From an optimization exercise on the open Yosys and OpenROAD flow, aimed at small area; shortcuts taken in it are not production practice.
The RTL was checked by simulation tests, not by an equivalence proof against the original design.
Power and IR drop assume default switching activity.

== run A ==
==> flow/design.v <==
`default_nettype none
package dipsc_pkg;
    localparam int SAMPLE_WIDTH       = 16;
    localparam int GAIN_FRACTION_BITS = 14;
    localparam int GAIN_WIDTH         = 16;
    localparam int ERR_WIDTH   = SAMPLE_WIDTH + 1;
    localparam int LIMIT_WIDTH = SAMPLE_WIDTH - 1;
    localparam int PROD_WIDTH  = ERR_WIDTH + GAIN_WIDTH;
    localparam int FB_WIDTH    = SAMPLE_WIDTH + GAIN_FRACTION_BITS;
    localparam int ACC_WIDTH   = ((PROD_WIDTH > FB_WIDTH) ? PROD_WIDTH : FB_WIDTH) + 2;
    localparam int SHIFT_WIDTH = ACC_WIDTH - GAIN_FRACTION_BITS;
    localparam int CFG_INDEX_WIDTH = 3;
    localparam int CFG_DATA_WIDTH  = (GAIN_WIDTH > SAMPLE_WIDTH) ? GAIN_WIDTH : SAMPLE_WIDTH;
    localparam int IN_FIELDS_WIDTH  = 1 + 2 * SAMPLE_WIDTH;
    localparam int IN_DATA_WIDTH    = ((IN_FIELDS_WIDTH + 7) / 8) * 8;
    localparam int OUT_FIELDS_WIDTH = 2 * SAMPLE_WIDTH + 2 * ERR_WIDTH;
    localparam int OUT_DATA_WIDTH   = ((OUT_FIELDS_WIDTH + 7) / 8) * 8;
    localparam logic [CFG_INDEX_WIDTH-1:0] REG_REFERENCE_SPEED = 3'd0;
    localparam logic [CFG_INDEX_WIDTH-1:0] REG_VOLTAGE_LIMIT   = 3'd1;
    localparam logic [CFG_INDEX_WIDTH-1:0] REG_GAIN_NOW_A      = 3'd2;
    localparam logic [CFG_INDEX_WIDTH-1:0] REG_GAIN_PREV_A     = 3'd3;
    localparam logic [CFG_INDEX_WIDTH-1:0] REG_GAIN_NOW_B      = 3'd4;
    localparam logic [CFG_INDEX_WIDTH-1:0] REG_GAIN_PREV_B     = 3'd5;
    localparam logic signed [SAMPLE_WIDTH-1:0] RESET_REFERENCE_SPEED = 16'sd2560;
    localparam logic        [LIMIT_WIDTH-1:0]  RESET_VOLTAGE_LIMIT   = 15'd3072;
    localparam logic signed [GAIN_WIDTH-1:0]   RESET_GAIN_NOW_A      = 16'sd10476;
    localparam logic signed [GAIN_WIDTH-1:0]   RESET_GAIN_PREV_A     = -16'sd9667;
    localparam logic signed [GAIN_WIDTH-1:0]   RESET_GAIN_NOW_B      = 16'sd10210;
    localparam logic signed [GAIN_WIDTH-1:0]   RESET_GAIN_PREV_B     = -16'sd9421;
endpackage
`default_nettype wire
`default_nettype none
module dual_incremental_pi_speed_control (
    input  wire         aclk,
    input  wire         aresetn,
    input  wire         cfg_wr_en,
    input  wire  [2:0]  cfg_index,
    input  wire  [15:0] cfg_wr_data,
    input  wire         s_tvalid,
    output logic        s_tready,
    input  wire  [39:0] s_tdata,
    output logic        m_tvalid,
    input  wire         m_tready,
    output logic [71:0] m_tdata
);
    logic [15:0] ref_r;
    logic [14:0] lim_r;
    logic [15:0] gna_r, gpa_r, gnb_r, gpb_r;
    logic [15:0] wd0, wd1;
    assign wd0 = cfg_wr_data & {16{aresetn}};
    assign wd1 = cfg_wr_data | {16{~aresetn}};
    function automatic logic [15:0] pick(input logic [15:0] rv,
                                         input logic [15:0] d0,
                                         input logic [15:0] d1);
        pick = (rv & d1) | (~rv & d0);
    endfunction
    logic ld_ref, ld_lim, ld_gna, ld_gpa, ld_gnb, ld_gpb;
    assign ld_ref = ~aresetn | (cfg_wr_en & (cfg_index == 3'd0));
    assign ld_lim = ~aresetn | (cfg_wr_en & (cfg_index == 3'd1));
    assign ld_gna = ~aresetn | (cfg_wr_en & (cfg_index == 3'd2));
    assign ld_gpa = ~aresetn | (cfg_wr_en & (cfg_index == 3'd3));
    assign ld_gnb = ~aresetn | (cfg_wr_en & (cfg_index == 3'd4));
    assign ld_gpb = ~aresetn | (cfg_wr_en & (cfg_index == 3'd5));
    logic [15:0] lim_w;
    assign lim_w = pick(16'd3072, wd0, wd1);
    always_ff @(posedge aclk) begin
        if (ld_ref) ref_r <= pick(16'd2560, wd0, wd1);
        if (ld_lim) lim_r <= lim_w[14:0];
        if (ld_gna) gna_r <= pick(16'd10476, wd0, wd1);
        if (ld_gpa) gpa_r <= pick(16'hDA3D, wd0, wd1);    
        if (ld_gnb) gnb_r <= pick(16'd10210, wd0, wd1);
        if (ld_gpb) gpb_r <= pick(16'hDB33, wd0, wd1);    
    end
    logic [16:0] ea_r, eb_r;
    logic [15:0] ua_r, ub_r;
    logic        en_last, en_cur;
    assign m_tdata = {6'b0, eb_r, ea_r, ub_r, ua_r};
    logic       run;
    logic       wsel;      
    logic [4:0] k;         
    logic       start, st_prod, st_add, st_clamp, finish;
    assign start    = ~run & s_tvalid & (~m_tvalid | m_tready);
    assign st_add   = (k == 5'd17);
    assign st_clamp = (k == 5'd18);
    assign st_prod  = ~st_add & ~st_clamp;
    assign finish   = run & wsel & st_clamp;
    assign s_tready = run & wsel & (k == 5'd16);
    always_ff @(posedge aclk) begin
        if (!aresetn) begin
            run      <= 1'b0;
            m_tvalid <= 1'b0;
            en_last  <= 1'b0;
        end else begin
            if (m_tready) m_tvalid <= 1'b0;
            if (start) run <= 1'b1;
            if (finish) begin
                run      <= 1'b0;
                m_tvalid <= 1'b1;
                en_last  <= en_cur;
            end
        end
    end
    always_ff @(posedge aclk) begin
        if (start) en_cur <= s_tdata[0];
        if (start | st_clamp) wsel <= ~start;
        k <= (start | st_clamp) ? 5'd0 : k + 5'd1;
    end
    logic        ref_bit, spd_bit, sc_in, sc_r, e_bit;
    logic [16:0] e_cur;
    logic [15:0] u_cur, gp, gn;
    always_comb begin
        if (k[4]) begin
            ref_bit = ref_r[15];
            spd_bit = wsel ? s_tdata[32] : s_tdata[16];
        end else begin
            ref_bit = ref_r[k[3:0]];
            spd_bit = wsel ? s_tdata[17 + k[3:0]] : s_tdata[1 + k[3:0]];
        end
    end
    assign sc_in = (k == 5'd0) ? 1'b1 : sc_r;
    assign e_bit = ref_bit ^ ~spd_bit ^ sc_in;
    always_ff @(posedge aclk) begin
        sc_r <= (ref_bit & ~spd_bit) | (ref_bit & sc_in) | (~spd_bit & sc_in);
    end
    assign e_cur = wsel ? eb_r : ea_r;
    assign u_cur = wsel ? ub_r : ua_r;
    assign gp    = wsel ? gpb_r : gpa_r;
    assign gn    = wsel ? gnb_r : gna_r;
    logic [16:0] win;
    logic [2:0]  ext;
    logic        clip_r, sgn_r;
    logic [15:0] xa, xb;
    logic        ba, bb, na, nb, ca, cb;
    logic [15:0] ra, rb;
    logic [17:0] s1, s2, hop;
    logic        do_clip;
    assign do_clip = clip_r & en_cur;
    assign xa = st_clamp ? {4'd0, lim_r[14:3]} : gp;
    assign ba = st_clamp ? do_clip : (st_prod & e_cur[0] & en_last);
    assign na = st_clamp ? (do_clip & sgn_r) : (k == 5'd16);
    assign xb = st_add ? {{3{u_cur[15]}}, u_cur[15:3]} : gn;
    assign bb = st_add ? en_last : (st_prod & e_bit);
    assign nb = (k == 5'd16);
    assign ra = (xa & {16{ba}}) ^ {16{na}};
    assign rb = (xb & {16{bb}}) ^ {16{nb}};
    always_comb begin
        ca = 1'b0;
        if (k == 5'd14) ca = u_cur[0] & en_last;
        if (k == 5'd15) ca = u_cur[1] & en_last;
        if (k == 5'd16) ca = u_cur[2] & en_last;
        if (st_clamp)   ca = do_clip & sgn_r & (lim_r[2:0] == 3'd0);
    end
    assign cb  = st_add;
    assign hop = ((k == 5'd0) | st_clamp) ? 18'd0 : {win[16], win};
    logic [17:0] ea_x, eb_x;
    logic [18:0] c1, c2;
    assign ea_x = {{2{ra[15]}}, ra};
    assign eb_x = {{2{rb[15]}}, rb};
    assign c1[0] = ca;
    assign c2[0] = cb;
    for (genvar i = 0; i < 18; i++) begin : g_add
        assign s1[i]   = hop[i] ^ ea_x[i] ^ c1[i];
        assign c1[i+1] = (hop[i] & ea_x[i]) | (hop[i] & c1[i]) | (ea_x[i] & c1[i]);
        assign s2[i]   = s1[i] ^ eb_x[i] ^ c2[i];
        assign c2[i+1] = (s1[i] & eb_x[i]) | (s1[i] & c2[i]) | (eb_x[i] & c2[i]);
    end
    always_ff @(posedge aclk) begin
        win <= s2[17:1];
        ext <= {s2[0], ext[2:1]};
    end
    logic [19:0] u_pre;
    logic        u_sgn, u_big;
    logic [14:0] u_m;
    logic [15:0] cc;
    assign u_pre = {s2[16:0], ext};
    assign u_sgn = u_pre[19];
    assign u_big = u_pre[18:15] != {4{u_sgn}};
    assign u_m   = u_pre[14:0] ^ {15{u_sgn}};
    assign cc[0] = u_sgn;
    for (genvar i = 0; i < 15; i++) begin : g_cmp
        assign cc[i+1] = (u_m[i] & ~lim_r[i]) | (u_m[i] & cc[i]) | (~lim_r[i] & cc[i]);
    end
    always_ff @(posedge aclk) begin
        clip_r <= u_big | cc[15];
        sgn_r  <= u_sgn;
    end
    logic [2:0] low3, lneg3;
    assign lneg3 = {lim_r[2] ^ (lim_r[1] | lim_r[0]), lim_r[1] ^ lim_r[0], lim_r[0]};
    assign low3  = do_clip ? (sgn_r ? lneg3 : lim_r[2:0]) : 3'd0;
    logic        ld_u;
    logic [15:0] u_new;
    assign ld_u  = run & (st_add | (st_clamp & (do_clip | ~en_cur)));
    assign u_new = {s2[12:0], st_add ? ext : low3};
    always_ff @(posedge aclk) begin
        if (run & st_prod & ~wsel) ea_r <= {e_bit, ea_r[16:1]};
        if (run & st_prod &  wsel) eb_r <= {e_bit, eb_r[16:1]};
        if (ld_u & ~wsel) ua_r <= u_new;
        if (ld_u &  wsel) ub_r <= u_new;
    end
endmodule
`default_nettype wire
export LEC_CHECK = 0
export CAP_MARGIN = 20
export CORE_MARGIN = 2
export CORE_UTILIZATION = 70
export SLEW_MARGIN = 20
create_clock -name core_clock -period 20.0 [get_ports {aclk}]
standard.sh (not shown) runs the stock make flow with config.mk's settings and CLKGATE_MAP_FILE= SYNTH_SCRIPT=/design/flow/synth_recipe.tcl, a recipe that flattens the netlist after the stock synthesis.
==> flow/flow/run.sh <==
#!/bin/bash
export BUFFER_PORTS_ARGS="-buffer_cell sky130_fd_sc_hd__buf_1"
export CTS_ARGS='-sink_clustering_enable -repair_clock_nets -dont_use_dummy_load -buf_list "sky130_fd_sc_hd__clkbuf_4 sky130_fd_sc_hd__clkbuf_8"'
bash standard.sh > standard.log 2>&1
Input-level comparison between run B and run A:
Settings: SLEW_MARGIN now 0, was 20; GPL_TIMING_DRIVEN now 0, previously not set; CAP_MARGIN now 0, was 20.
==> flow/flow/run.sh <==
#!/bin/bash
export BUFFER_PORTS_ARGS="-buffer_cell sky130_fd_sc_hd__buf_1"
export CTS_ARGS="-sink_clustering_enable -repair_clock_nets -dont_use_dummy_load -buf_list sky130_fd_sc_hd__clkbuf_8"
bash standard.sh > standard.log 2>&1
When run B is measured against run A, its final hold slack turns out 0.0075 ns lower.
Fraction of power consumed by combinational cells: run A and run B compared, higher one is run B
Compared with run A, run B ends up with a larger final cell area.
Compared to run A, the router laid down more metal wire for run B.
Detailed placer's ending HPWL is lower on run A
Average cell area after synthesis: run B vs run A identical
#### Input delta (run C over run B)
Settings: a deleted GPL_TIMING_DRIVEN that had been 0; a change of CORE_UTILIZATION from 70 to 76; a change of CAP_MARGIN from 0 to 20; a change of SLEW_MARGIN from 0 to 20.
[summary]
Every stage of the flow completed for run B, and the final layout passed the timing, DRC and antenna checks. Run C finished end to end and its layout was clean on timing, DRC and antenna. Power share of the clock group across run C and run B: no real change. Going from run B to run C, worst slack on hold paths higher; required arrival time at the worst endpoint lower. [compare] base=run B new=run C: post-layout utilization of the core moved up, headroom to the max-slew limit moved up, setup slack moved down, count of fill cells added during filler insertion down 168. Run B has lower fraction of standard cell area that is sequential than run C.

-- port drivers added, routing unchanged --
In the flow no input, the clock included, has a driving cell. The finished layouts below were timed again as built, in two steps.
Step 1 sets driving cells, clkbuf_16 on the clock port and buf_2 on the other inputs (assumed; they add their load-dependent delay and slew).
Step 2, shift: input delay + t, output delay - t, t = (earliest + latest rising clock arrival at the registers) / 2. This alone moves slack from input paths to output paths.
Slacks: ideal / step 1 / step 2; pairs: ideal / step 1.
run | t (ns) | setup WS [ns] | pins driven straight from the clock port
run A | 0.488 | 3.965 / 3.983 / 3.495 | 1
run B | 0.491 | 4.357 / 4.373 / 3.882 | 1
run C | 0.493 | 4.045 / 4.062 / 3.569 | 1
After both steps every run listed still meets setup and hold. For run C, which loses most, drivers alone change the setup slack by +0.017 ns; drivers and shift together by -0.476 ns.
